Source: an optimization exercise on an open RTL-to-GDS flow (aim: small area, a short achievable clock period and few clock cycles per item). Production flows keep margins and buffers that such runs may drop. Only simulation tests tie the RTL to the original design; equivalence was not proved. Power and IR drop assume default switching activity.

### flow/run.sh
#!/bin/bash
set -euo pipefail
MARGIN=${MARGIN:-6.5}
sed -E "s/SETUP_SLACK_MARGIN=[0-9.]+/SETUP_SLACK_MARGIN=${MARGIN}/" standard.sh > standard_margin.sh
grep -q "SETUP_SLACK_MARGIN=${MARGIN}" standard_margin.sh
bash standard_margin.sh > layout.log 2>&1
### standard.sh
#!/bin/bash
# synth_recipe.tcl (not shown) runs the flow's synth.tcl, then flattens the netlist and writes it again
# the make line also repeats each setting of config.mk as NAME=value (left out here)
make -C /OpenROAD-flow-scripts/flow DESIGN_CONFIG=/design/flow/config.mk WORK_HOME=/design/flow/orfs CLKGATE_MAP_FILE= SYNTH_SCRIPT=/design/flow/synth_recipe.tcl "${@:-finish}"
### config.mk
export PLATFORM = sky130hd
export DESIGN_NAME = buddy_block_allocator
export DESIGN_NICKNAME = buddy_block_allocator
export VERILOG_FILES = /design/flow/design.v
export SDC_FILE = /design/flow/constraint.sdc
export NUM_CORES = 4
export LEC_CHECK = 0
export ABC_AREA = 1
export CAP_MARGIN = 20
export CELL_PAD_IN_SITES_DETAIL_PLACEMENT = 1
export CELL_PAD_IN_SITES_GLOBAL_PLACEMENT = 2
export CORE_MARGIN = 2
export CORE_UTILIZATION = 50
export SETUP_SLACK_MARGIN = 5
export SLEW_MARGIN = 20
### design.v
`timescale 1ns / 1ps
package bba_pkg;
    localparam logic [1:0] ST_DONE   = 2'd0;
    localparam logic [1:0] ST_REJECT = 2'd1;
    localparam logic [1:0] ST_NOMEM  = 2'd2;
endpackage
`timescale 1ns / 1ps
`timescale 1ns / 1ps
module bba_pe #(
    parameter int W = 8
) (
    input  logic [(1<<W)-1:0] i_v,
    output logic              o_any,
    output logic [W-1:0]      o_idx
);
    localparam int N = 1 << W;
    logic [2*N-1:1]   an;
    logic [2*N*W-1:0] ix;
    genvar h;
    generate
        for (h = N; h < 2 * N; h++) begin : g_leaf
            assign an[h]          = i_v[h-N];
            assign ix[h*W +: W]   = W'(h - N);
        end
        for (h = N - 1; h >= 1; h--) begin : g_node
            assign an[h]        = an[2*h] | an[2*h+1];
            assign ix[h*W +: W] = an[2*h] ? ix[(2*h)*W +: W] : ix[(2*h+1)*W +: W];
        end
    endgenerate
    assign o_any = an[1];
    assign o_idx = ix[W +: W];
endmodule
`timescale 1ns / 1ps
module buddy_block_allocator (
    input  logic        i_clk,
    input  logic        i_rst_n,
    input  logic        i_in_valid,
    output logic        o_in_ready,
    input  logic [33:0] i_in_data,
    output logic        o_out_valid,
    input  logic        i_out_ready,
    output logic [17:0] o_out_data
);
    logic [255:1] r_s;
    logic [255:0] r_a;
    logic       r_v;     
    logic       r_clr;   
    logic       r_op;    
    logic       r_rej;   
    logic [8:0] r_ge;    
    logic       r_rok;   
    logic [7:0] r_g;     
    logic        r_hv, r_tv;
    logic [10:0] r_hd, r_td;
    logic [16:0] in_n;
    logic [8:0]  in_ge;
    logic        accept, go;
    assign in_n = i_in_data[32:16];
    always_comb begin
        for (int m = 8; m <= 16; m++) begin
            in_ge[m-8] = (in_n <= 17'((1 << m) - 32));
        end
    end
    assign go         = r_v & !r_tv;
    assign o_in_ready = !r_clr & (!r_v | !r_tv);
    assign accept     = i_in_valid & o_in_ready;
    logic [511:1] fv;      
    logic [8:0]   any_l;   
    logic [71:0]  gl;      
    genvar h, m;
    generate
        for (h = 1; h < 512; h++) begin : g_fv
            localparam int W  = $clog2(h + 1) - 1;         
            localparam int FG = (h - (1 << W)) << (8 - W);  
            if (h == 1) begin : g_root
                assign fv[h] = !r_s[1] && !r_a[0];
            end else if (h < 256) begin : g_inner
                assign fv[h] = r_s[h/2] && !r_s[h] && !r_a[FG];
            end else begin : g_grain
                assign fv[h] = r_s[h/2] && !r_a[FG];
            end
        end
        for (m = 8; m < 16; m++) begin : g_lvl
            logic [15-m:0] idx;
            bba_pe #(.W(16 - m)) u_pe (
                .i_v   (fv[(2 << (16 - m)) - 1 : (1 << (16 - m))]),
                .o_any (any_l[m-8]),
                .o_idx (idx)
            );
            assign gl[(m-8)*8 +: 8] = 8'(idx) << (m - 8);
        end
    endgenerate
    assign any_l[8]  = fv[1];
    assign gl[64 +: 8] = 8'd0;
    logic [8:0] cand, below, lsel;
    logic       found;
    logic [7:0] g_al;
    always_comb begin
        cand  = any_l & r_ge;
        found = |cand;
        below[0] = 1'b0;
        for (int i = 1; i < 9; i++) below[i] = below[i-1] | cand[i-1];
        lsel = cand & ~below;
        g_al = '0;
        for (int i = 0; i < 9; i++) g_al = g_al | (lsel[i] ? gl[i*8 +: 8] : 8'd0);
    end
    logic [1:0]  a_pair;   
    logic        a_self;
    logic [15:8] bf;       
    assign a_pair[0] = r_a[{r_g[7:1], 1'b0}];
    assign a_pair[1] = r_a[{r_g[7:1], 1'b1}];
    assign a_self    = r_g[0] ? a_pair[1] : a_pair[0];
    assign bf[8]     = !(r_g[0] ? a_pair[0] : a_pair[1]);
    generate
        for (m = 9; m < 16; m++) begin : g_bud
            localparam int W = 16 - m;
            logic [(1<<W)-1:0] nfa;
            for (genvar i = 0; i < (1 << W); i++) begin : g_nfa
                assign nfa[i] = !r_s[(1 << W) + i] && !r_a[i << (m - 8)];
            end
            assign bf[m] = nfa[r_g[7 -: W] ^ W'(1)];
        end
    endgenerate
    logic [16:9] en_rel;
    always_comb begin
        logic run;
        run = 1'b1;
        for (int i = 9; i <= 16; i++) begin
            run = run & bf[i-1];
            en_rel[i] = run;
        end
    end
    logic       alloc_go, rel_go, val_s, en_a;
    logic [16:9] en_s;
    logic [7:0] gu;
    assign alloc_go = go && !r_op && !r_rej && found;
    assign rel_go   = go && r_op && r_rok && a_self;
    assign val_s    = !r_op && !r_clr;
    assign en_a     = r_clr || alloc_go || rel_go;
    assign gu       = (r_op || r_clr) ? r_g : g_al;
    always_comb begin
        for (int i = 9; i <= 16; i++) begin
            en_s[i] = r_clr || (alloc_go && r_ge[i-9] && !below[i-8]) || (rel_go && en_rel[i]);
        end
    end
    logic [15:0] dhi;
    always_comb begin
        for (int i = 0; i < 16; i++) dhi[i] = (gu[7:4] == 4'(i));
    end
    generate
        for (h = 1; h < 256; h++) begin : g_su
            localparam int W = $clog2(h + 1) - 1;
            localparam int J = h - (1 << W);
            logic sel;
            if (W > 4) begin : g_lo
                assign sel = dhi[J >> (W - 4)] && en_s[16-W] && (gu[3 -: W-4] == (W-4)'(J));
            end else if (W > 0) begin : g_hi
                assign sel = en_s[16-W] && (gu[7 -: W] == W'(J));
            end else begin : g_root
                assign sel = en_s[16];
            end
            always_ff @(posedge i_clk) begin
                if (sel) begin
                    r_s[h] <= val_s;
                end
            end
        end
        for (h = 0; h < 256; h++) begin : g_au
            always_ff @(posedge i_clk) begin
                if (en_a && dhi[h >> 4] && gu[3:0] == 4'(h)) begin
                    r_a[h] <= val_s;
                end
            end
        end
    endgenerate
    always_ff @(posedge i_clk) begin
        if (!i_rst_n) begin
            r_v   <= 1'b0;
            r_clr <= 1'b1;
            r_g   <= '0;
        end else begin
            if (accept) begin
                r_v <= 1'b1;
            end else if (go) begin
                r_v <= 1'b0;
            end
            if (r_clr) begin
                r_g <= r_g + 1'b1;
                if (r_g == 8'hff) begin
                    r_clr <= 1'b0;
                end
            end else if (accept) begin
                r_g <= i_in_data[15:8];
            end
        end
        if (accept) begin
            r_op  <= i_in_data[33];
            r_rej <= (in_n == '0) || (in_n > 17'd65536);
            r_ge  <= in_ge;
            r_rok <= (i_in_data[7:0] == 8'h20);
        end
    end
    logic [10:0] res;
    logic        ok;
    logic [1:0]  st;
    assign ok  = !r_op && !r_rej && found;
    assign st  = r_op ? bba_pkg::ST_DONE : r_rej ? bba_pkg::ST_REJECT :
                 found ? bba_pkg::ST_DONE : bba_pkg::ST_NOMEM;
    assign res = {st, ok ? g_al : 8'd0, ok};
    always_ff @(posedge i_clk) begin
        if (!i_rst_n) begin
            r_hv <= 1'b0;
            r_tv <= 1'b0;
        end else if (r_tv) begin
            if (i_out_ready) begin
                r_tv <= 1'b0;
            end
        end else if (!r_hv || i_out_ready) begin
            r_hv <= go;
        end else if (go) begin
            r_tv <= 1'b1;
        end
    end
    always_ff @(posedge i_clk) begin
        if (r_tv) begin
            if (i_out_ready) begin
                r_hd <= r_td;
            end
        end else if (!r_hv || i_out_ready) begin
            r_hd <= res;
        end else if (go) begin
            r_td <= res;
        end
    end
    assign o_out_valid = r_hv;
    assign o_out_data  = {r_hd[10:1], 2'b00, r_hd[0], 5'd0};
endmodule
### constraint.sdc
create_clock -name core_clock -period 10.0 [get_ports {i_clk}]
set_input_delay 2.0000 -clock core_clock [delete_from_list [all_inputs] [get_ports {i_clk}]]
set_output_delay 2.0000 -clock core_clock [all_outputs]
set_load 0.01 [all_outputs]
==> results of run 1 <==
==> power groups by stage <==
stage | sequential [mW] | combinational, mW | clock [mW]
after CTS | 2.54 | 0.549 | 2.65
after detailed placement | 2.59 | 0.337 | 0
after global placement | 2.59 | 0.333 | 0
after floorplan | 2.58 | 0.185 | 0
==> repair_timing <==
action / in CTS
pin swaps: 188
endpoints found under the setup margin: 544
gates resized for setup: 1226
cloned: 57
setup buffers: 443
hold buffers: 0
==> stage by stage <==
stage / hold slack (ns) / setup WS, ns / power, mW
floorplan: 0.491 / 6.67 / 2.76
global placement: 0.505 / 4.36 / 2.92
detailed placement: 0.514 / 4.07 / 2.93
CTS: 0.529 / 6.29 / 5.74
==> routing by layer <==
metal / GRT overflow / GRT usage, %
met4: 1 / 68.7
met5: 0 / 41.0
met2: 0 / 90.8
met1: 0 / 73.8
met3: 0 / 58.9
==> worst max-delay path by stage <==
stage                        startpoint       end  slack (ns)  cells past startpoint
after floorplan           i_in_data[23]   r_ge[8]        6.67                      7
after global placement         r_a[128]  r_a[147]        4.36                     17
after detailed placement         r_g[3]  r_s[153]        4.07                     13
after CTS                       r_a[64]  r_a[212]        6.29                     25
==> cells by family after synthesis <==
family                     Yosys count
AOI/OAI and AO/OA                  819
muxes                                1
and+or+nand+nor                   2533
xor gates and xnor gates             1
buffers and inverters              522
other                                1
adders and majority gates            1
DFF                                557
==> Yosys cell counts (all sizes together), types with 2 or more instances <==
library cell,number
a211oi,6
a21boi,11
a21oi,229
a221oi,4
a22oi,4
a31oi,23
a32o,4
a32oi,25
and3,2
buf,85
clkbuf,106
clkinv,4
dfxtp,12
edfxtp,545
inv,327
nand2,1076
nand3,298
nand3b,8
nand4,103
nor2,1005
nor3,31
nor4,2
o2111ai,18
o211ai,53
o21a,7
o21ai,369
o221ai,15
o22a,2
o22ai,29
o311ai,3
o31ai,13
or2,4
==> flow_summary_export.csv, run 1 <==
group,metric,value,unit
clock_tree,cts_sinks,557,
synthesis,yosysUniqueCellTypes,62,
synthesis,synth-simple-area-share,31.6,%
placed_design,gp_congestion,1.11,
global_routing,grt_pass1_wl,370,mm
clock_tree,clockBufferDepth,3,
outcome,status,"aborted with a tool error",
placed_design,port_buffers,50,
clock_tree,htreeDepth,3,
clock_tree,cts_made_buffers,68,
synthesis,synth_area_leader_cell,"edfxtp_1",
placed_design,dpl-instance-area,35600,um2
global_routing,grt_usage,73.8,%
global_routing,grt_pass1_vias,49777,
synthesis,synth_top_family_by_area,"simple AND/OR/NAND/NOR gates",
outcome,error,"[ERROR GRT-0116] Global routing finished with congestion. Check the congestion regions in the DRC Viewer.",
outcome,failing_step,"global routing (5_1_grt)",
synthesis,synth_compound_area_share,13.7,%
floorplan,die_w,266,um
synthesis,ys_top_cells_by_area,"edfxtp_1 (48%), nand2_1 (11%), nor2_1 (11%)",
placed_design,hpwl,110,mm
synthesis,ys_warn_count,1,
synthesis,synth_fa_ha_area_share,0.0363,%
clock_tree,cts-root-buf,"clkbuf_16",
synthesis,synth_flop_cell,"edfxtp_1",
synthesis,synthArstFlopShare,0,%
global_routing,grt_max_degree,104,
synthesis,syn_area,34400,um2
floorplan,start_util,50.4,%
synthesis,synth_seq_area_share,48.2,%
synthesis,synthXorXnorAreaFrac,0.0254,%
synthesis,synthCells,4435,
synthesis,synth_mux_area_share,0.0291,%
floorplan,die_h,266,um
floorplan,io_pins,58,
global_routing,grt.overflow.total,1,
synthesis,yosysTopAreaCellShare,47.5,%
synthesis,syn_area_per_cell,7.77,um2
placed_design,dp_cells,5240,
synthesis,synth_enable_flop_cells,545,
synthesis,ys_ff_latch,557,
floorplan,row_count,96,
Testbench counts, summed over its fixed seeds: cycles 4,016, items 4,000.
==> run 2: changes to the inputs <==
--- a/design.v
+++ b/design.v
@@ -132,20 +132,29 @@
     end
     logic       alloc_go, rel_go, val_s, en_a;
     logic [16:9] en_s;
-    logic [7:0] gu;
     assign alloc_go = go && !r_op && !r_rej && found;
     assign rel_go   = go && r_op && r_rok && a_self;
     assign val_s    = !r_op && !r_clr;
     assign en_a     = r_clr || alloc_go || rel_go;
-    assign gu       = (r_op || r_clr) ? r_g : g_al;
     always_comb begin
         for (int i = 9; i <= 16; i++) begin
             en_s[i] = r_clr || (alloc_go && r_ge[i-9] && !below[i-8]) || (rel_go && en_rel[i]);
         end
     end
-    logic [15:0] dhi;
-    always_comb begin
-        for (int i = 0; i < 16; i++) dhi[i] = (gu[7:4] == 4'(i));
+    logic [15:0] dh_al, dl_al, dhi, dlo;
+    always_comb begin
+        dh_al = '0;
+        dl_al = '0;
+        for (int i = 0; i < 9; i++) begin
+            for (int v = 0; v < 16; v++) begin
+                dh_al[v] = dh_al[v] | (lsel[i] && gl[i*8+4 +: 4] == 4'(v));
+                dl_al[v] = dl_al[v] | (lsel[i] && gl[i*8 +: 4] == 4'(v));
+            end
+        end
+        for (int v = 0; v < 16; v++) begin
+            dhi[v] = (r_op || r_clr) ? (r_g[7:4] == 4'(v)) : dh_al[v];
+            dlo[v] = (r_op || r_clr) ? (r_g[3:0] == 4'(v)) : dl_al[v];
+        end
     end
     generate
         for (h = 1; h < 256; h++) begin : g_su
@@ -153,9 +162,21 @@
             localparam int J = h - (1 << W);
             logic sel;
             if (W > 4) begin : g_lo
-                assign sel = dhi[J >> (W - 4)] && en_s[16-W] && (gu[3 -: W-4] == (W-4)'(J));
+                logic lo;
+                always_comb begin
+                    lo = 1'b0;
+                    for (int v = 0; v < 16; v++)
+                        if ((v >> (8 - W)) == (J % (1 << (W - 4)))) lo = lo | dlo[v];
+                end
+                assign sel = dhi[J >> (W - 4)] && en_s[16-W] && lo;
             end else if (W > 0) begin : g_hi
-                assign sel = en_s[16-W] && (gu[7 -: W] == W'(J));
+                logic hi;
+                always_comb begin
+                    hi = 1'b0;
+                    for (int v = 0; v < 16; v++)
+                        if ((v >> (4 - W)) == J) hi = hi | dhi[v];
+                end
+                assign sel = en_s[16-W] && hi;
             end else begin : g_root
                 assign sel = en_s[16];
             end
@@ -167,7 +188,7 @@
         end
         for (h = 0; h < 256; h++) begin : g_au
             always_ff @(posedge i_clk) begin
-                if (en_a && dhi[h >> 4] && gu[3:0] == 4'(h)) begin
+                if (en_a && dhi[h >> 4] && dlo[h % 16]) begin
                     r_a[h] <= val_s;
                 end
             end
==> flow/run.sh (replaced) <==
#!/bin/bash
set -euo pipefail
MARGIN=5.7
sed -E "s/SETUP_SLACK_MARGIN=[0-9.]+/SETUP_SLACK_MARGIN=${MARGIN}/" standard.sh > standard_margin.sh
grep -q "SETUP_SLACK_MARGIN=${MARGIN}" standard_margin.sh
bash standard_margin.sh > layout.log 2>&1
--- a/config.mk
+++ b/config.mk
@@ -11,5 +11,6 @@
 export CELL_PAD_IN_SITES_GLOBAL_PLACEMENT = 2
 export CORE_MARGIN = 2
 export CORE_UTILIZATION = 50
+export CTS_BUF_LIST = sky130_fd_sc_hd__clkbuf_8
 export SETUP_SLACK_MARGIN = 5
-export SLEW_MARGIN = 20
+export SLEW_MARGIN = 30
==> run 2 against run 1 <==
Net effect:
- the run now finishes clean
- area after synthesis is 7.1% higher
- synthesized cell count is 13% higher
==> flow_summary_export.csv, run 2 <==
group,metric,value,unit
outcome,status,"finished clean",
synthesis,synth_area_leader_cell,"edfxtp_1",
sta,setup_viol,0,
sta,postLayoutSetupSlackWorst,5.61,ns
floorplan,start_util,50.6,%
setup_path,startpoint,"r_a[224]",
synthesis,synth_mux_area_share,0,%
clock_tree,clock_latency,0.76,ns
synthesis,ys_warn_count,1,
global_routing,grt.overflow.total,0,
floorplan,row_count,99,
global_routing,grt_pass1_wl,256,mm
synthesis,synth_compound_area_share,12.5,%
global_routing,antenna_found_initial,16,
setup_path,cp.arrival,4.83,ns
route,drt_pass1_iterations,8,
finish,multi_input_area,18000,um2
setup_path,r2r-end,"r_s[81]",
sta,totalNegativeSetupSlack,0,ns
floorplan,core_area,73000,um2
hold_path,min_path_type,"register to register",
clock_tree,holdBufCountCts,0,
setup_path,rr_startpoint,"r_a[224]",
sta,worst_slew_margin_rel,24.9,%
setup_path,path_class,"register to register",
placed_design,dpl_worst_slack,4.24,ns
setup_path,startpoint_type,"register",
route,vias_per_cell,6.37,
finish,nFillCells,9329,
setup_path,path_max_fanout,8,
placed_design,gp_congestion,1.21,
clock_tree,cts_tree,"done",
finish,reg.largest.list,"r_a: 256 flops, r_s: 255 flops",
hold_path,min_from,"r_td[6]",
finish,area_growth,13.5,%
finish,drive_gt1_share,12.5,%
finish,largest-register,"r_a",
synthesis,synthTopCellsByCount,"nand2_1 (1327), nor2_1 (1026), edfxtp_1 (545), inv_1 (486), o21ai_0 (385)",
setup_path,end_kind,"register",
synthesis,synth-simple-area-share,34.7,%
synthesis,synth_top_family_by_area,"simple AND/OR/NAND/NOR gates",
sta,fin_crit,4.39,ns
global_routing,grt_usage,47.1,%
global_routing,grt_max_degree,114,
synthesis,synth.most_common_cell,"nand2_1",
clock_tree,cts_made_buffers,94,
synthesis,ys_ff_latch,557,
synthesis,synth_seq_area_share,45.0,%
clock_tree,cts-root-buf,"clkbuf_8",
route,wl_per_cell,29.4,um
sta,final.setup_skew,0.0347,ns
hold_path,hold_depth,2,
route,wirelength,183,mm
sta,rsz0062_at_grt,"yes",
clock_tree,path_clk_slew,0.07,ns
setup_path,cp.required,10.44,ns
placed_design,hpwl,125,mm
sta,slew_violations,0,
sta,fmax,0.228,GHz
hold_path,whs_endpoint,"r_hd[6]",
synthesis,synth_enable_flop_cells,545,
power,ir_drop,0.000108,V
run,maxCapViolCount,0,
synthesis,synthCells,5029,
finish,largest_reg_flops,256,
clock_tree,htreeDepth,3,
route,drt_iter0_markers,5101,
power,p_leak,17.6,nW
synthesis,yosysTopAreaCellShare,44.4,%
synthesis,syn_area_per_cell,7.34,um2
finish,regArea,16600,um2
route,antenna_left,0,
synthesis,yosysUniqueCellTypes,71,
placed_design,port_buffers,50,
floorplan,die_area,76000,um2
global_routing,grt_pass1_vias,38280,
sta,period_share,43.9,%
synthesis,synth_fa_ha_area_share,0.136,%
finish,nets,5233,
sta,finalHoldViolCount,0,
power,total_power,5.09,mW
setup_path,r2r_cells,14,
floorplan,die_h,276,um
floorplan,io_pins,58,
clock_tree,cts_sinks,557,
clock_tree,clockBufferDepth,3,
power,power_density,121,nW/um2
finish,layout_common_cells,"nand2_1 (1296), nor2_1 (988), edfxtp_1 (545), inv_1 (488), o21ai_0 (372)",
finish,final_common_cell,"nand2_1",
route,vias,39673,
synthesis,ys_top_cells_by_area,"edfxtp_1 (44%), nand2_1 (14%), nor2_1 (10%)",
synthesis,syn_area,36900,um2
route,drc,0,
synthesis,synthArstFlopShare,0,%
synthesis,synthXorXnorAreaFrac,0.0237,%
floorplan,die_w,276,um
setup_path,rrSetupSlack,5.61,ns
synthesis,synth_flop_cell,"edfxtp_1",
sta,max_slew.worst_pin.slew,1.12,ns
finish,final_util,57.4,%
-- run 2: critical path: stages, from the launching register on --
cell	delay [ns]
edfxtp_1	0.47
buf_4	0.21
nor2_1	0.71
o21ai_0	0.25
a31oi_1	0.56
nor3_2	0.16
nand2_1	0.16
nor2_4	0.06
nand2_2	0.11
nand2_4	0.06
buf_4	0.20
o31ai_4	0.45
buf_6	0.25
nand2_1	0.18
nor2_2	0.23
-- run 2: cell type report --
type	count	share of cell area, %
antenna	11	0.0657
clock buffer	98	3.22
clock inverter	65	0.935
inverter	531	4.97
multi-input combinational	3793	43.0
sequential	557	39.7
tap	959	2.87
timing repair buffer	214	5.26
-- run 2: routing by layer --
layer / global-route usage (%) / part of all wire, %
met1: 57.6 / 36
met2: 69.2 / 43
met3: 16.0 / 13
met4: 34.0 / 8.3
met5: 1.13 / 0.11
-- run 2: power breakdown --
group	switching [mW]	internal [mW]	total (mW)
combinational	0.361	0.130	0.491
sequential	0.00836	2.53	2.54
clock	1.05	1.01	2.06
-- run 2: through the flow --
step	hold WS [ns]	instance area (um2)	instances
floorplan	0.491	36900	5035
global placement	0.505	38300	5937
detailed placement	0.517	38300	5937
CTS	0.533	41000	6153
global route	0.580	41900	6222
finish	0.531	41900	6228
-- run 2: how the worst max path moves through the flow --
| stage | end | cells past startpoint | slack [ns] |
|---|---|---|---|
| after floorplan | r_a[217] | 12 | 6.24 |
| after global placement | r_s[136] | 23 | 4.39 |
| after detailed placement | r_s[136] | 23 | 4.24 |
| after CTS | r_s[79] | 21 | 5.69 |
| after global routing | r_s[142] | 17 | 5.63 |
| final | r_s[81] | 14 | 5.61 |
-- run 2: kinds of logic after synthesis --
family / after synthesis
AND/OR/NAND/NOR: 2974
flip-flops: 557
buffers and inverters: 687
adder cells (fa/ha/maj): 4
other: 1
AO/OA/AOI/OAI: 805
XOR/XNOR: 1
-- run 2: what timing repair did --
| item | 4_1_cts | 5_1_grt |
|---|---|---|
| setup endpoints to repair | 625 | 494 |
| cloned | 2 | 4 |
| pin swaps | 5 | 17 |
| resized for setup | 110 | 113 |
| setup buffers | 51 | 59 |
Testbench counts of run 2, summed over its fixed seeds: cycles 4,016, items 4,000.
==> run 3: changes to the inputs <==
==> run.sh (new file) <==
#!/bin/bash
# synth_recipe.tcl (not shown) runs the flow's synth.tcl, then flattens the netlist and writes it again
# the make line also repeats each setting of config.mk as NAME=value (left out here)
make -C /OpenROAD-flow-scripts/flow DESIGN_CONFIG=/design/flow/config.mk WORK_HOME=/design/flow/orfs CLKGATE_MAP_FILE= SYNTH_SCRIPT=/design/flow/synth_recipe.tcl finish
--- a/config.mk
+++ b/config.mk
@@ -11,6 +11,5 @@
 export CELL_PAD_IN_SITES_GLOBAL_PLACEMENT = 2
 export CORE_MARGIN = 2
 export CORE_UTILIZATION = 50
-export CTS_BUF_LIST = sky130_fd_sc_hd__clkbuf_8
 export SETUP_SLACK_MARGIN = 5
-export SLEW_MARGIN = 30
+export SLEW_MARGIN = 20
removed: flow/run.sh
removed: standard.sh
==> run 3 against run 2 <==
Net effect:
- sequential share of layout area grew 1.2 points
- highest routed layer unchanged
- non-clock buffer count shrank 100
- sequential power hardly changed
==> flow_summary_export.csv, run 3 <==
group,metric,value,unit
synthesis,syn_area,36900,um2
power,power_density,135,nW/um2
sta,finalHoldViolCount,0,
setup_path,path_class,"register to register",
clock_tree,cts_tree,"done",
finish,finalNonFillerCells,6075,
floorplan,io_pins,58,
route,drt_pass1_iterations,6,
clock_tree,htreeDepth,3,
sta,fin_crit,5.18,ns
finish,final_common_cell,"nand2_1",
sta,fmax,0.193,GHz
finish,largest_reg_flops,256,
power,p_leak,17.0,nW
finish,nets,5104,
clock_tree,holdBufCountCts,0,
placed_design,gp_congestion,1.13,
global_routing,antenna_found_initial,8,
hold_path,min_path_type,"register to register",
sta,final.setup_skew,0.0294,ns
outcome,status,"finished clean",
synthesis,ys_top_cells_by_area,"edfxtp_1 (44%), nand2_1 (14%), nor2_1 (10%)",
synthesis,synthCells,5029,
global_routing,grt_pass1_wl,248,mm
setup_path,cp.required,10.32,ns
floorplan,die_h,276,um
route,drt_iter0_markers,5008,
route,vias,38244,
route,wirelength,174,mm
synthesis,synthArstFlopShare,0,%
sta,max_slew.worst_pin.slew,1.22,ns
setup_path,cp.arrival,5.50,ns
setup_path,startpoint_type,"register",
sta,slew_violations,0,
sta,worst_slew_margin_rel,18.2,%
floorplan,die_area,76000,um2
clock_tree,cts-root-buf,"clkbuf_16",
synthesis,synth_seq_area_share,45.0,%
sta,postLayoutSetupSlackWorst,4.82,ns
clock_tree,path_clk_slew,0.06,ns
synthesis,ys_ff_latch,557,
floorplan,row_count,99,
synthesis,synth.most_common_cell,"nand2_1",
global_routing,grt_max_degree,200,
global_routing,grt_usage,45.2,%
sta,period_share,51.8,%
run,maxCapViolCount,0,
route,wl_per_cell,28.6,um
placed_design,port_buffers,50,
clock_tree,clockBufferDepth,3,
finish,area_growth,10.3,%
setup_path,path_max_fanout,59,
route,drc,0,
finish,layout_common_cells,"nand2_1 (1322), nor2_1 (1020), edfxtp_1 (545), inv_1 (470), o21ai_0 (383)",
sta,rsz0062_at_grt,"no",
placed_design,dp_cells,5938,
clock_tree,cts_sinks,557,
placed_design,hpwl,122,mm
finish,drive_gt1_share,8.74,%
synthesis,synthTopCellsByCount,"nand2_1 (1327), nor2_1 (1026), edfxtp_1 (545), inv_1 (486), o21ai_0 (385)",
sta,totalNegativeSetupSlack,0,ns
sta,setup_viol,0,
synthesis,yosysUniqueCellTypes,71,
synthesis,ys_warn_count,1,
floorplan,die_w,276,um
route,antenna_left,0,
floorplan,start_util,50.6,%
synthesis,synth_flop_cell,"edfxtp_1",
setup_path,rrSetupSlack,4.82,ns
synthesis,synth_enable_flop_cells,545,
global_routing,grt.overflow.total,0,
finish,final_util,55.8,%
clock_tree,cts_made_buffers,67,
global_routing,grt_pass1_vias,37781,
finish,reg.largest.list,"r_a: 256 flops, r_s: 255 flops",
floorplan,core_area,73000,um2
route,vias_per_cell,6.30,
finish,largest-register,"r_a",
synthesis,syn_area_per_cell,7.34,um2
placed_design,dpl_worst_slack,4.58,ns
setup_path,end_kind,"register",
clock_tree,clock_latency,0.64,ns
synthesis,yosysTopAreaCellShare,44.4,%
power,ir_drop,0.000161,V
synthesis,synth_area_leader_cell,"edfxtp_1",
[run 3: cell type report]
type / instances / area [um2]
antenna: 1 / 2.50
clock buffer: 80 / 1780
clock inverter: 42 / 419
fill: 9279 / 32300
inverter: 531 / 2010
multi-input combinational: 3791 / 17600
sequential: 557 / 16600
tap: 959 / 1200
timing repair buffer: 114 / 1090
[run 3: critical path, cell delays in order, from the launching register on]
cell and delay [ns]:
dfxtp_4 0.60, inv_4 0.31, buf_6 0.36, nor2_1 0.21, o21ai_0 0.33, o21ai_1 0.40, o21ai_0 0.15, nor2_1 0.39
nand3_1 0.19, nor2_1 0.24, nand2_1 0.09, nand2_1 0.11, inv_1 0.05, nand2_1 0.07, nand2_1 0.09, nand2_2 0.26
buf_6 0.37, nand2_1 0.26, nor2_1 0.26
[run 3: logic make-up after synthesis]
family          Yosys count  synth area share [%]
compound gates          805                  12.5
xor+xnor                  1                0.0237
fa+ha+maj                 4                 0.136
buf+inv                 687                  7.62
flops                   557                  45.0
other cells               1                0.0102
simple gates           2974                  34.7
[run 3: what timing repair did]
item,4_1_cts,5_1_grt
setup endpoints to repair,423,254
gates resized for setup,14,8
pin swaps,0,3
buffers inserted,6,8
gates cloned,0,0
[run 3: routing by layer]
metal | track usage, % | wire [um] | vias to the layer above
li1 | - | - | 16671
met1 | 56.1 | 64700 | 18628
met2 | 67.9 | 74200 | 2230
met3 | 12.1 | 20100 | 703
met4 | 32.7 | 14900 | 12
met5 | 0 | 77 | -
[run 3: power breakdown]
group / internal [mW] / switching [mW]
logic: 0.100 / 0.326
registers: 2.53 / 0.0112
clock network: 1.45 / 1.08
total: 4.08 / 1.41
[run 3: worst paths after layout]
check	start	to	cells after the start
worst max-delay path	r_g[1]	r_s[190]	18
worst min-delay path	r_td[1]	r_hd[1]	2
worst max register to register	r_g[1]	r_s[190]	18
worst min register to register	r_td[1]	r_hd[1]	2
[run 3: through the flow]
stage | total power, mW | hold WS (ns) | area [um2]
6_report | 5.50 | 0.572 | 40700
2_1_floorplan | 2.80 | 0.491 | 36900
5_1_grt | 5.58 | 0.600 | 40700
4_1_cts | 5.48 | 0.570 | 40600
3_5_place_dp | 2.98 | 0.555 | 38200
3_3_place_gp | 2.97 | 0.542 | 38200
==> run 4: changes to the inputs <==
--- a/design.v
+++ b/design.v
@@ -49,7 +49,8 @@
     logic       r_rej;   
     logic [8:0] r_ge;    
     logic       r_rok;   
-    logic [7:0] r_g;     
+    logic [15:0] r_gh;   
+    logic [15:0] r_gl;   
     logic        r_hv, r_tv;
     logic [10:0] r_hd, r_td;
     logic [16:0] in_n;
@@ -104,13 +105,21 @@
         g_al = '0;
         for (int i = 0; i < 9; i++) g_al = g_al | (lsel[i] ? gl[i*8 +: 8] : 8'd0);
     end
-    logic [1:0]  a_pair;   
-    logic        a_self;
+    logic [15:0] arow;     
+    logic        a_self;   
     logic [15:8] bf;       
-    assign a_pair[0] = r_a[{r_g[7:1], 1'b0}];
-    assign a_pair[1] = r_a[{r_g[7:1], 1'b1}];
-    assign a_self    = r_g[0] ? a_pair[1] : a_pair[0];
-    assign bf[8]     = !(r_g[0] ? a_pair[0] : a_pair[1]);
+    always_comb begin
+        for (int j = 0; j < 16; j++) begin
+            arow[j] = 1'b0;
+            for (int i = 0; i < 16; i++) arow[j] = arow[j] | (r_gh[i] & r_a[16*i+j]);
+        end
+        a_self = 1'b0;
+        bf[8]  = 1'b1;
+        for (int j = 0; j < 16; j++) begin
+            a_self = a_self | (r_gl[j] & arow[j]);
+            bf[8]  = bf[8] & !(r_gl[j^1] & arow[j]);
+        end
+    end
     generate
         for (m = 9; m < 16; m++) begin : g_bud
             localparam int W = 16 - m;
@@ -118,7 +127,32 @@
             for (genvar i = 0; i < (1 << W); i++) begin : g_nfa
                 assign nfa[i] = !r_s[(1 << W) + i] && !r_a[i << (m - 8)];
             end
-            assign bf[m] = nfa[r_g[7 -: W] ^ W'(1)];
+            if (W > 4) begin : g_lo
+                localparam int X = 1 << (W - 4);
+                logic [X-1:0] lsl, row;
+                always_comb begin
+                    for (int x = 0; x < X; x++) begin
+                        lsl[x] = 1'b0;
+                        for (int v = 0; v < 16; v++)
+                            if ((v >> (m - 8)) == x) lsl[x] = lsl[x] | r_gl[v];
+                        row[x] = 1'b0;
+                        for (int i = 0; i < 16; i++) row[x] = row[x] | (r_gh[i] & nfa[i*X+x]);
+                    end
+                    bf[m] = 1'b0;
+                    for (int x = 0; x < X; x++) bf[m] = bf[m] | (lsl[x^1] & row[x]);
+                end
+            end else begin : g_hi
+                logic [(1<<W)-1:0] hsl;
+                always_comb begin
+                    for (int y = 0; y < (1 << W); y++) begin
+                        hsl[y] = 1'b0;
+                        for (int v = 0; v < 16; v++)
+                            if ((v >> (m - 12)) == y) hsl[y] = hsl[y] | r_gh[v];
+                    end
+                    bf[m] = 1'b0;
+                    for (int y = 0; y < (1 << W); y++) bf[m] = bf[m] | (hsl[y^1] & nfa[y]);
+                end
+            end
         end
     endgenerate
     logic [16:9] en_rel;
@@ -130,55 +164,47 @@
             en_rel[i] = run;
         end
     end
-    logic       alloc_go, rel_go, val_s, en_a;
+    logic       alloc_go, rel_go, val_s, en_a, use_r;
     logic [16:9] en_s;
     assign alloc_go = go && !r_op && !r_rej && found;
     assign rel_go   = go && r_op && r_rok && a_self;
     assign val_s    = !r_op && !r_clr;
     assign en_a     = r_clr || alloc_go || rel_go;
+    assign use_r    = r_op || r_clr;
     always_comb begin
         for (int i = 9; i <= 16; i++) begin
             en_s[i] = r_clr || (alloc_go && r_ge[i-9] && !below[i-8]) || (rel_go && en_rel[i]);
         end
     end
-    logic [15:0] dh_al, dl_al, dhi, dlo;
-    always_comb begin
-        dh_al = '0;
-        dl_al = '0;
-        for (int i = 0; i < 9; i++) begin
-            for (int v = 0; v < 16; v++) begin
-                dh_al[v] = dh_al[v] | (lsel[i] && gl[i*8+4 +: 4] == 4'(v));
-                dl_al[v] = dl_al[v] | (lsel[i] && gl[i*8 +: 4] == 4'(v));
-            end
-        end
+    logic [15:0] dhi, dlo;
+    always_comb begin
         for (int v = 0; v < 16; v++) begin
-            dhi[v] = (r_op || r_clr) ? (r_g[7:4] == 4'(v)) : dh_al[v];
-            dlo[v] = (r_op || r_clr) ? (r_g[3:0] == 4'(v)) : dl_al[v];
+            dhi[v] = use_r ? r_gh[v] : (g_al[7:4] == 4'(v));
+            dlo[v] = use_r ? r_gl[v] : (g_al[3:0] == 4'(v));
         end
     end
     generate
         for (h = 1; h < 256; h++) begin : g_su
             localparam int W = $clog2(h + 1) - 1;
             localparam int J = h - (1 << W);
-            logic sel;
+            logic sel, part;
             if (W > 4) begin : g_lo
-                logic lo;
-                always_comb begin
-                    lo = 1'b0;
+                always_comb begin
+                    part = 1'b0;
                     for (int v = 0; v < 16; v++)
-                        if ((v >> (8 - W)) == (J % (1 << (W - 4)))) lo = lo | dlo[v];
-                end
-                assign sel = dhi[J >> (W - 4)] && en_s[16-W] && lo;
+                        if ((v >> (8 - W)) == (J % (1 << (W - 4)))) part = part | dlo[v];
+                end
+                assign sel = dhi[J >> (W - 4)] && en_s[16-W] && part;
             end else if (W > 0) begin : g_hi
-                logic hi;
-                always_comb begin
-                    hi = 1'b0;
+                always_comb begin
+                    part = 1'b0;
                     for (int v = 0; v < 16; v++)
-                        if ((v >> (4 - W)) == J) hi = hi | dhi[v];
-                end
-                assign sel = en_s[16-W] && hi;
+                        if ((v >> (4 - W)) == J) part = part | dhi[v];
+                end
+                assign sel = en_s[16-W] && part;
             end else begin : g_root
-                assign sel = en_s[16];
+                assign part = 1'b1;
+                assign sel  = en_s[16];
             end
             always_ff @(posedge i_clk) begin
                 if (sel) begin
@@ -198,7 +224,8 @@
         if (!i_rst_n) begin
             r_v   <= 1'b0;
             r_clr <= 1'b1;
-            r_g   <= '0;
+            r_gh  <= 16'd1;
+            r_gl  <= 16'd1;
         end else begin
             if (accept) begin
                 r_v <= 1'b1;
@@ -206,12 +233,16 @@
                 r_v <= 1'b0;
             end
             if (r_clr) begin
-                r_g <= r_g + 1'b1;
-                if (r_g == 8'hff) begin
-                    r_clr <= 1'b0;
+                r_gl <= {r_gl[14:0], r_gl[15]};
+                if (r_gl[15]) begin
+                    r_gh <= {r_gh[14:0], r_gh[15]};
+                    if (r_gh[15]) begin
+                        r_clr <= 1'b0;
+                    end
                 end
             end else if (accept) begin
-                r_g <= i_in_data[15:8];
+                r_gh <= 16'd1 << i_in_data[15:12];
+                r_gl <= 16'd1 << i_in_data[11:8];
             end
         end
         if (accept) begin
==> flow/run.sh (new file) <==
#!/bin/bash
set -euo pipefail
MARGIN=6.5
sed -E "s/SETUP_SLACK_MARGIN=[0-9.]+/SETUP_SLACK_MARGIN=${MARGIN}/" standard.sh > standard_margin.sh
grep -q "SETUP_SLACK_MARGIN=${MARGIN}" standard_margin.sh
bash standard_margin.sh > layout.log 2>&1
==> standard.sh (new file) <==
#!/bin/bash
# synth_recipe.tcl (not shown) runs the flow's synth.tcl, then flattens the netlist and writes it again
# the make line also repeats each setting of config.mk as NAME=value (left out here)
make -C /OpenROAD-flow-scripts/flow DESIGN_CONFIG=/design/flow/config.mk WORK_HOME=/design/flow/orfs CLKGATE_MAP_FILE= SYNTH_SCRIPT=/design/flow/synth_recipe.tcl "${@:-finish}"
--- a/config.mk
+++ b/config.mk
@@ -10,6 +10,6 @@
 export CELL_PAD_IN_SITES_DETAIL_PLACEMENT = 1
 export CELL_PAD_IN_SITES_GLOBAL_PLACEMENT = 2
 export CORE_MARGIN = 2
-export CORE_UTILIZATION = 50
+export CORE_UTILIZATION = 35
 export SETUP_SLACK_MARGIN = 5
 export SLEW_MARGIN = 20
removed: run.sh
==> run 4 against run 3 <==
Net effect:
- the layout now fails its checks (slew limit)
- largest cell class unchanged
- routed wire length rose by 35%
- sequential cell count rose by 24
- area after synthesis fell by 6.4%
- setup slack improved by 1.2 ns
- sequential share of layout area fell by 8.0 points
- power rose by 0.53%
- final cell count rose by 3.9%
==> flow_summary_export.csv, run 4 <==
group,metric,value,unit
clock_tree,htreeDepth,3,
placed_design,dp_cells,5642,
sta,setup_viol,0,
finish,largest_reg_flops,256,
setup_path,rr_startpoint,"r_a[0]",
setup_path,crit_chain,"buf_4, a21oi_4, inv_2, nand2_2, nor2_4, nand2_4, nor2_4, nand2_4, clkinvlp_4, nand2_4, nand4_1, nor2_4, buf_6, nor2_4, nand3_1, nand2_2, nor2_4, nand2_8, nor2_4, clkbuf_16, nor2_2",
finish,area_growth,50.9,%
sta,finalHoldViolCount,0,
sta,final.setup_skew,0.0292,ns
synthesis,syn_area_per_cell,7.89,um2
synthesis,synth_area_leader_cell,"edfxtp_1",
clock_tree,cts-root-buf,"clkbuf_16",
setup_path,rrSetupSlack,6.00,ns
sta,worst_slew_margin_rel,-3.63,%
power,p_leak,19.1,nW
global_routing,grt_pass1_wl,308,mm
sta,period_share,40.0,%
synthesis,synth.most_common_cell,"nand2_1",
global_routing,grt_pass1_vias,36992,
finish,nFillCells,11088,
route,wirelength,235,mm
sta,slew_violations,57,
sta,max_slew.worst_pin.slew,1.55,ns
global_routing,grt.overflow.total,0,
clock_tree,clockBufferDepth,3,
setup_path,end_kind,"register",
floorplan,die_h,318,um
run,maxCapViolCount,0,
route,vias,38739,
clock_tree,cts_tree,"done",
finish,layout_common_cells,"nand2_1 (908), edfxtp_1 (545), nor2_4 (531), buf_4 (351), inv_1 (334)",
floorplan,core_area,98100,um2
setup_path,startpoint_type,"register",
setup_path,path_max_fanout,4,
finish,regArea,17100,um2
floorplan,die_area,101000,um2
route,wl_per_cell,37.3,um
route,antenna_left,0,
route,drc,0,
floorplan,io_pins,58,
synthesis,yosysUniqueCellTypes,66,
setup_path,cp.required,10.44,ns
finish,reg.largest.list,"r_a: 256 flops, r_s: 255 flops",
synthesis,ys_ff_latch,581,
synthesis,yosysTopAreaCellShare,47.4,%
sta,rsz0062_at_grt,"yes",
setup_path,path_class,"register to register",
power,power_density,106,nW/um2
synthesis,synthCells,4378,
setup_path,r2r-end,"r_s[33]",
synthesis,synth_seq_area_share,49.5,%
setup_path,crit_path_max_incr_delay,0.47,ns
route,drt_pass1_iterations,6,
clock_tree,cts_made_buffers,73,
global_routing,grt_max_degree,236,
route,vias_per_cell,6.14,
hold_path,min_path_type,"register to register",
placed_design,hpwl,161,mm
sta,fin_crit,4.00,ns
setup_path,cpMostUsedCell,"nor2_4",
outcome,violations,"slew limit",
route,drt_iter0_markers,4953,
floorplan,row_count,115,
power,total_power,5.53,mW
floorplan,die_w,318,um
placed_design,port_buffers,50,
global_routing,grt_usage,44.3,%
setup_path,crit_path_end,"r_s[33]",
clock_tree,cts_sinks,581,
floorplan,start_util,35.2,%
placed_design,gp_congestion,1.04,
synthesis,synthTopCellsByCount,"nand2_1 (1054), nor2_1 (908), edfxtp_1 (545), inv_1 (403), o21ai_0 (235)",
synthesis,synth_flop_cell,"edfxtp_1",
sta,fmax,0.250,GHz
route,met1_length,90.2,mm
synthesis,syn_area,34500,um2
finish,multi_input_area,22400,um2
route,wl_met2,100,mm
setup_path,r2r_cells,21,
clock_tree,path_clk_slew,0.07,ns
finish,drive_gt1_share,37.0,%
synthesis,synth_enable_flop_cells,545,
outcome,status,"failed layout checks",
synthesis,synthArstFlopShare,0,%
synthesis,ys_warn_count,1,
sta,totalNegativeSetupSlack,0,ns
sta,hold_slack,0.526,ns
finish,largest-register,"r_a",
synthesis,ys_top_cells_by_area,"edfxtp_1 (47%), nand2_1 (11%), nor2_1 (9.9%)",
route,wl_met3,23.6,mm
finish,nets,4996,
clock_tree,clock_latency,0.69,ns
power,ir_drop,0.000134,V
finish,final_common_cell,"nand2_1",
setup_path,startpoint,"r_a[0]",
finish,finalNonFillerCells,6309,
route,topRoutingLayerUsed,"met5",
setup_path,cp.arrival,4.44,ns
setup_path,crit_slowest_cell,"edfxtp_1",
global_routing,antenna_found_initial,17,
## run 4: cell count changes after synthesis, moves of 36 or more
cell,before,now
nor2_1,1026,908
nor3_1,50,94
nand2_1,1327,1054
nand3_1,284,215
inv_1,486,403
buf_2,48,12
o21ai_0,385,235
## run 4: metrics by stage
step	util [%]	cell area [um2]	setup WS, ns
finish	53.1	52100	6.00
global route	53.1	52100	6.03
CTS	49.9	49000	6.26
detailed placement	37.1	36500	4.29
global placement	37.1	36400	4.36
floorplan	-	34600	6.52
## run 4: worst max-delay path, delay by kind of cell (launching register included)
family	cells	cell delay, ns
AND/OR/NAND/NOR	15	2.20
buffers and inverters	5	0.93
flip-flops	1	0.47
AO/OA/AOI/OAI	1	0.16
## run 4: cell families (layout without fill, tap and decap cells)
kind of cell / Yosys count / after routing / synth area share [%]
simple gates: 2507 / 2523 / 30.9
compound gates: 725 / 725 / 12.8
flops: 581 / 581 / 49.5
buf+inv: 563 / 1178 / 6.77
other cells: 1 / 14 / 0.0109
xor+xnor: 1 / 1 / 0.0254
## run 4: area by class of cell
cell class | count | area share [%]
inverter | 425 | 3.59
clock buffer | 88 | 3.73
tap | 1287 | 3.09
sequential | 581 | 32.8
timing repair buffer | 615 | 12.8
clock inverter | 44 | 0.763
timing repair inverter | 6 | 0.163
multi-input combinational | 3256 | 43.0
antenna | 7 | 0.0336
## run 4: how the worst min path moves through the flow
stage	depth (start not counted)	start	to	slack, ns
finish	2	r_td[1]	r_hd[1]	0.53
global route	2	r_gl[0]	r_gl[1]	0.55
CTS	2	r_td[1]	r_hd[1]	0.53
detailed placement	2	r_td[1]	r_hd[1]	0.51
global placement	2	r_td[7]	r_hd[7]	0.50
floorplan	2	r_gl[2]	r_gl[2]	0.46
## run 4: what timing repair did
action	in CTS	in global routing
hold buffers	0	0
resized for setup	1689	435
buffers inserted	343	146
endpoints found under the setup margin	560	537
pin swaps	243	201
cloned	30	9
## run 4: layer usage
metal | vias up | track usage [%]
li1 | 16136 | -
met1 | 19469 | 56.1
met2 | 2337 | 66.2
met3 | 785 | 10.3
met4 | 12 | 32.3
met5 | - | 0
## run 4: power breakdown
group | total [mW] | leakage, nW | switching [mW] | internal [mW]
registers | 2.62 | 5.67 | 0.00329 | 2.62
logic | 0.188 | 12.3 | 0.125 | 0.0627
clock network | 2.72 | 1.15 | 1.17 | 1.55
total | 5.53 | 19.1 | 1.30 | 4.23
Testbench counts of run 4, summed over its fixed seeds: cycles 4,016, items 4,000.
==> run 5: changes to the inputs <==
==> run.sh (new file) <==
#!/bin/bash
# synth_recipe.tcl (not shown) runs the flow's synth.tcl, then flattens the netlist and writes it again
# the make line also repeats each setting of config.mk as NAME=value (left out here)
make -C /OpenROAD-flow-scripts/flow DESIGN_CONFIG=/design/flow/config.mk WORK_HOME=/design/flow/orfs CLKGATE_MAP_FILE= SYNTH_SCRIPT=/design/flow/synth_recipe.tcl finish
--- a/config.mk
+++ b/config.mk
@@ -10,6 +10,6 @@
 export CELL_PAD_IN_SITES_DETAIL_PLACEMENT = 1
 export CELL_PAD_IN_SITES_GLOBAL_PLACEMENT = 2
 export CORE_MARGIN = 2
-export CORE_UTILIZATION = 35
+export CORE_UTILIZATION = 50
 export SETUP_SLACK_MARGIN = 5
 export SLEW_MARGIN = 20
removed: flow/run.sh
removed: standard.sh
==> run 5 against run 4 <==
Net effect:
- the layout still fails its checks (slew limit)
- sequential share of layout area is 12 points higher
- area after synthesis stayed put
- first-iteration DRC count grew 19%
- clock power down 5%
- via count down 6.2%
==> flow_summary_export.csv, run 5 <==
group,metric,value,unit
global_routing,grt_usage,51.1,%
placed_design,port_buffers,50,
sta,finalHoldViolCount,0,
sta,hold_slack,0.555,ns
synthesis,syn_area,34500,um2
global_routing,grt_max_degree,278,
synthesis,syn_area_per_cell,7.89,um2
synthesis,synth_flop_cell,"edfxtp_1",
setup_path,startpoint_type,"register",
global_routing,antenna_found_initial,17,
clock_tree,cts_made_buffers,68,
outcome,violations,"slew limit",
clock_tree,cts_sinks,581,
clock_tree,clockBufferDepth,3,
synthesis,synth.most_common_cell,"nand2_1",
finish,largest_reg_flops,256,
global_routing,grt_pass1_wl,253,mm
finish,regArea,17100,um2
synthesis,synth_seq_area_share,49.5,%
setup_path,cp.required,10.37,ns
floorplan,core_area,68500,um2
synthesis,synthArstFlopShare,0,%
finish,final_util,56.1,%
setup_path,cp.arrival,5.47,ns
clock_tree,cts_tree,"done",
clock_tree,cts-root-buf,"clkbuf_16",
floorplan,die_w,267,um
sta,final.setup_skew,0.0285,ns
setup_path,r2r_cells,14,
route,drt_iter0_markers,5898,
sta,slew_violations,96,
route,antenna_left,0,
floorplan,io_pins,58,
power,p_leak,14.8,nW
clock_tree,holdBufCountCts,0,
synthesis,yosysUniqueCellTypes,66,
outcome,status,"failed layout checks",
sta,setup_viol,0,
synthesis,synth_enable_flop_cells,545,
setup_path,path_max_fanout,16,
power,ir_drop,0.000200,V
route,vias,36338,
route,wl_per_cell,34.2,um
setup_path,end_kind,"register",
route,drc,0,
sta,fmax,0.196,GHz
power,power_density,139,nW/um2
synthesis,synthTopCellsByCount,"nand2_1 (1054), nor2_1 (908), edfxtp_1 (545), inv_1 (403), o21ai_0 (235)",
floorplan,die_h,267,um
synthesis,synth_area_leader_cell,"edfxtp_1",
finish,reg.largest.list,"r_a: 256 flops, r_s: 255 flops",
finish,multi_input_area,15200,um2
sta,rsz0062_at_grt,"yes",
finish,area_growth,11.2,%
clock_tree,path_clk_slew,0.06,ns
floorplan,start_util,50.5,%
finish,drive_gt1_share,8.35,%
finish,nets,4474,
hold_path,hold_depth,2,
synthesis,ys_ff_latch,581,
placed_design,hpwl,137,mm
synthesis,ys_warn_count,1,
floorplan,row_count,96,
finish,final_common_cell,"nand2_1",
sta,period_share,51.0,%
finish,layout_common_cells,"nand2_1 (1053), nor2_1 (905), edfxtp_1 (545), inv_1 (389), o21ai_0 (235)",
run,maxCapViolCount,0,
setup_path,path_class,"register to register",
placed_design,gp_congestion,1.20,
sta,worst_slew_margin_rel,-6.45,%
sta,totalNegativeSetupSlack,0,ns
finish,largest-register,"r_a",
route,drt_pass1_iterations,10,
route,vias_per_cell,6.75,
sta,max_slew.worst_pin.slew,1.60,ns
finish,nFillCells,8387,
sta,fin_crit,5.10,ns
clock_tree,clock_latency,0.66,ns
synthesis,synthCells,4378,
clock_tree,htreeDepth,3,
floorplan,die_area,71200,um2
synthesis,yosysTopAreaCellShare,47.4,%
global_routing,grt.overflow.total,0,
route,wirelength,184,mm
global_routing,grt_pass1_vias,34966,
synthesis,ys_top_cells_by_area,"edfxtp_1 (47%), nand2_1 (11%), nor2_1 (9.9%)",
hold_path,min_path_type,"register to register",
run 5: area by class of cell:
type	count	share of cell area, %
well taps	882	2.87
clock buffers	86	4.96
diodes	9	0.0586
inverters	425	4.30
repair buffers	120	2.86
flip-flops and latches	581	44.5
clock inverters	38	0.892
multi-input cells	3240	39.6
run 5: power breakdown:
group / switching (mW) / internal (mW) / total, mW
logic: 0.0831 / 0.0323 / 0.115
registers: 0.00413 / 2.62 / 2.62
clock network: 1.10 / 1.49 / 2.59
run 5: cell families (layout without fill, tap and decap cells):
logic type | count (synthesis) | count (layout) | share of synthesized area, %
flops | 581 | 581 | 49.5
simple gates | 2507 | 2507 | 30.9
compound gates | 725 | 725 | 12.8
xor+xnor | 1 | 1 | 0.0254
buf+inv | 563 | 669 | 6.77
other cells | 1 | 16 | 0.0109
run 5: final timing paths:
check	start	to	slack, ns
worst max-delay path	r_gh[7]	r_a[206]	4.90
worst min-delay path	r_td[4]	r_hd[4]	0.56
worst max register to register	r_gh[7]	r_a[206]	4.90
worst min register to register	r_td[4]	r_hd[4]	0.56
run 5: repair_timing:
| item | in CTS | in global routing |
|---|---|---|
| endpoints found under the setup margin | 163 | 473 |
| buffers inserted | 6 | 7 |
| pin swaps | 2 | 0 |
| resized for setup | 10 | 17 |
run 5: metrics by stage:
stage               total power [mW]  std cells  setup slack (ns)  area (um2)
global placement                2.78       5234              5.01       35900
global route                    5.38       5372              4.88       38400
floorplan                       2.72       4384              5.79       34600
CTS                             5.29       5364              4.99       38200
finish                          5.33       5381              4.90       38400
detailed placement              2.78       5234              4.84       35900
run 5: metal layers:
metal,up-vias,track usage (%),part of all wire [%]
met5,-,1.80,0.14
met4,18,44.0,11
met3,916,17.9,14
met2,2937,74.1,41
met1,17501,60.1,34
li1,14966,-,-
run 5: critical path, stage by stage, from the launching register on:
cell and delay (ns):
dfxtp_1 0.30, buf_4 0.21, buf_4 0.27, inv_1 0.53, o22ai_1 0.35, nor2_1 0.60
o2111ai_1 0.39, nor2_1 0.27, o2111ai_1 0.13, nor2_1 0.17, nand3_1 0.11, nand2_1 0.16
nand3_4 0.56, nand2_2 0.62, nor2_1 0.11

-- separate check: timing with driven ports --
Ports are ideal in the flow. The routed layouts listed here were re-timed in OpenROAD. Step 1: set_driving_cell puts a clkbuf_16 on i_clk and a buf_2 on each other input, an assumption about the parent block. Step 2 adds t to the input delays and takes it off the output delays; t is the mean of the earliest and latest rising clock arrival at the registers after step 1. Input paths then give back, and output paths get back, about the clock's delay inside the block. Three values: ideal ports, drivers, drivers and shift; two values: the first two.
| run | t, ns | setup slack, ns | worst register clock-pin slew, ns |
|---|---|---|---|
| run 2 | 0.819 | 5.612 / 5.612 / 5.449 | 0.07 / 0.07 |
| run 3 | 0.704 | 4.815 / 4.815 / 4.815 | 0.07 / 0.07 |
| run 4 | 0.750 | 5.996 / 5.996 / 5.972 | 0.07 / 0.07 |
| run 5 | 0.720 | 4.903 / 4.903 / 4.903 | 0.07 / 0.07 |
The setup slack of run 2, which loses most, moves by 0.000 ns with the drivers and by -0.163 ns with both steps.
